Source: an optimization exercise on an open RTL-to-GDS flow (aim: small area). Production flows keep margins and buffers that such runs may drop.
Function was checked by simulation only, so behaviour that the tests miss may differ from the original.
Power and IR drop assume default switching activity.

== run 1 ==
## pool_frame_buffer
module pool_frame_buffer
(
  input  logic          clk,
  input  logic          reset,
  input  logic [PP:0]   in_data,
  input  logic          in_valid,
  output logic [PP:0]   out_data,
  output logic [AW-1:0] out_idx,
  output logic          out_valid,
  input  logic          out_ready,
  output logic          out_last,
  output logic          frame_done,
  output logic          overflow
);
make LEC_CHECK=0 ABC_AREA=1 CAP_MARGIN=20 CORE_MARGIN=2 CORE_UTILIZATION=60 CTS_BUF_LIST='sky130_fd_sc_hd__clkbuf_4 sky130_fd_sc_hd__clkbuf_8' CTS_CLUSTER_SIZE=30 SLEW_MARGIN=20 SYNTH_MEMORY_MAX_BITS=8192 finish   # period 10.0 ns
run.sh (not shown) runs the stock make flow with config.mk's settings and CLKGATE_MAP_FILE= SYNTH_SCRIPT=/design/flow/synth_recipe.tcl, a recipe that flattens the netlist after the stock synthesis.
> inputs changed (run 1 -> run 2)
- CTS_BUF_LIST: sky130_fd_sc_hd__clkbuf_4 sky130_fd_sc_hd__clkbuf_8 -> sky130_fd_sc_hd__clkbuf_2 sky130_fd_sc_hd__clkbuf_4 sky130_fd_sc_hd__clkbuf_8
- CORE_UTILIZATION: 60 -> 80
- CTS_CLUSTER_SIZE: 30 -> 20
- CTS_CLUSTER_DIAMETER: unset -> 50
==> flow/flow/run.sh (new file) <==
#!/bin/bash
# Standard layout (the standard.sh, unchanged synthesis) with two CTS/port-buffer options:
# clock tree built without dummy loads, and small buffers on the ports.
set -e
export CTS_ARGS="-sink_clustering_enable -repair_clock_nets -dont_use_dummy_load -buf_list {sky130_fd_sc_hd__clkbuf_2 sky130_fd_sc_hd__clkbuf_4 sky130_fd_sc_hd__clkbuf_8} -sink_clustering_size 20 -sink_clustering_max_diameter 50"
export BUFFER_PORTS_ARGS="-buffer_cell sky130_fd_sc_hd__buf_1"
bash standard.sh > standard.log 2>&1
==> flow/standard.sh (new file) <==
#!/bin/bash
# synth_recipe.tcl (not shown) runs the flow's synth.tcl, then flattens the netlist and writes it again
# the make line also repeats each setting of config.mk as NAME=value (left out here)
make -C /OpenROAD-flow-scripts/flow DESIGN_CONFIG=/design/flow/config.mk WORK_HOME=/design/flow/orfs CLKGATE_MAP_FILE= SYNTH_SCRIPT=/design/flow/synth_recipe.tcl "${@:-finish}"
removed: flow/run.sh
==> comparison <==
Result for run 2 and run 1: all clean
On antenna diode count: between run 2 and run 1, it ends up lower for run 2.
Sort run 2 and run 1 by register-to-register setup slack, descending, and run 2 comes first.
The run showing the greater site row count is run 1.
Between run 2 and run 1, share of the core filled with cells is lower for run 1, run 2 comes in above that.
[inputs] run 3 vs run 2
- a change of CORE_UTILIZATION from 80 to 60
Run 3 vs. run 2: cell area reported after detailed placement went up by 720 um^2.
| overall power after layout | run 2 vs run 3 | ≈ equal |
| worst slack on hold paths | run 3 vs run 2 | 0.018 ns lower |
Run 3 reports a lower final core area utilization than run 2 does.
Post-route cell area (lower): run 2
On met2 layer wire length in the routed design: between run 2 and run 3, it ends up higher for run 2.
Edits applied to the flow inputs when going from run 3 to run 4:
==> flow/run.sh (new file) <==
#!/bin/bash
# synth_recipe.tcl (not shown) runs the flow's synth.tcl, then flattens the netlist and writes it again
# the make line also repeats each setting of config.mk as NAME=value (left out here)
make -C /OpenROAD-flow-scripts/flow DESIGN_CONFIG=/design/flow/config.mk WORK_HOME=/design/flow/orfs CLKGATE_MAP_FILE= SYNTH_SCRIPT=/design/flow/synth_recipe.tcl finish
removed: flow/flow/run.sh
removed: flow/standard.sh
Results
On area of placed instances, run 4 and run 3 are neck and neck. The number of vias per cell number comes out higher for run 3 vs run 4. Run 3 has a lower total power consumption of the routed design than run 4. Run 4: synthesis-to-layout area growth is 1.7 points higher than what run 3 reported. [compare] base=run 3 new=run 4: sequential share of layout area went down, clock network fraction of total power climbed 3.5 points, clock-net power climbed 20%.
[inputs] run 5 vs run 4
- CTS_CLUSTER_DIAMETER: 50 -> unset
- CTS_BUF_LIST: sky130_fd_sc_hd__clkbuf_2 sky130_fd_sc_hd__clkbuf_4 sky130_fd_sc_hd__clkbuf_8 -> unset
- SLEW_MARGIN: 20 -> 5
- CORE_UTILIZATION: 60 -> 80
- CTS_CLUSTER_SIZE: 20 -> unset
- CAP_MARGIN: 20 -> 5
==> flow/flow/run.sh (new file) <==
#!/bin/bash
# Standard layout (the standard.sh, unchanged synthesis) with two CTS/port-buffer options:
# clock tree built without dummy loads, and small buffers on the ports.
set -e
export CTS_ARGS="-sink_clustering_enable -repair_clock_nets -dont_use_dummy_load -buf_list {sky130_fd_sc_hd__clkbuf_2 sky130_fd_sc_hd__clkbuf_4 sky130_fd_sc_hd__clkbuf_8} -sink_clustering_size 20 -sink_clustering_max_diameter 50"
export BUFFER_PORTS_ARGS="-buffer_cell sky130_fd_sc_hd__buf_1"
bash standard.sh > standard.log 2>&1
==> flow/standard.sh (new file) <==
#!/bin/bash
# synth_recipe.tcl (not shown) runs the flow's synth.tcl, then flattens the netlist and writes it again
# the make line also repeats each setting of config.mk as NAME=value (left out here)
make -C /OpenROAD-flow-scripts/flow DESIGN_CONFIG=/design/flow/config.mk WORK_HOME=/design/flow/orfs CLKGATE_MAP_FILE= SYNTH_SCRIPT=/design/flow/synth_recipe.tcl "${@:-finish}"
removed: flow/run.sh
Findings:
| peak per-stage delay on the critical path | run 5 vs run 4 | 0.26 ns lower |. Run 5 vs. run 4: met3 usage went up by 0.55 points. Reported for run 5 and run 4, post-detailed-route count of antenna-violating nets turned out identical to the last digit. The final reports for run 5 and run 4 show power consumption lower in the former. met1 demand-to-capacity share in global routing is higher on run 5. On largest driver fanout on the critical path: run 5 sits below run 4. Between run 4 and run 5, the clock edge transition at the registers on the reported setup and hold paths figures differ only marginally.

## port drivers added, routing unchanged
Ports are ideal in the flow. The routed layouts listed here were re-timed in OpenROAD. Step 1 sets driving cells, clkbuf_16 on the clock port and buf_2 on the other inputs (assumed; they add their load-dependent delay and slew). Step 2 times the ports against the registers' clock, not the clock port: input delays grow and output delays shrink by t, the midpoint of the rising clock arrivals with the driver on. Slacks: ideal / step 1 / step 2; pairs: ideal / step 1.
run | t (ns) | slack for setup (ns) | slew at the worst register clock pin (ns) | worst data-port slew with drivers (ns) | pins driven straight from the clock port
run 1 | 1.068 | 4.552 / 4.476 / 5.282 | 0.07 / 0.07 | 0.05 | 1
run 2 | 0.981 | 4.541 / 4.472 / 5.453 | 0.12 / 0.12 | 0.03 | 1
run 3 | 1.023 | 4.791 / 4.718 / 5.116 | 0.12 / 0.12 | 0.06 | 1
run 4 | 1.026 | 4.592 / 4.516 / 5.327 | 0.12 / 0.12 | 0.05 | 1
run 5 | 0.977 | 4.535 / 4.467 / 5.307 | 0.12 / 0.12 | 0.03 | 1
After both steps setup and hold are still met in every run listed.
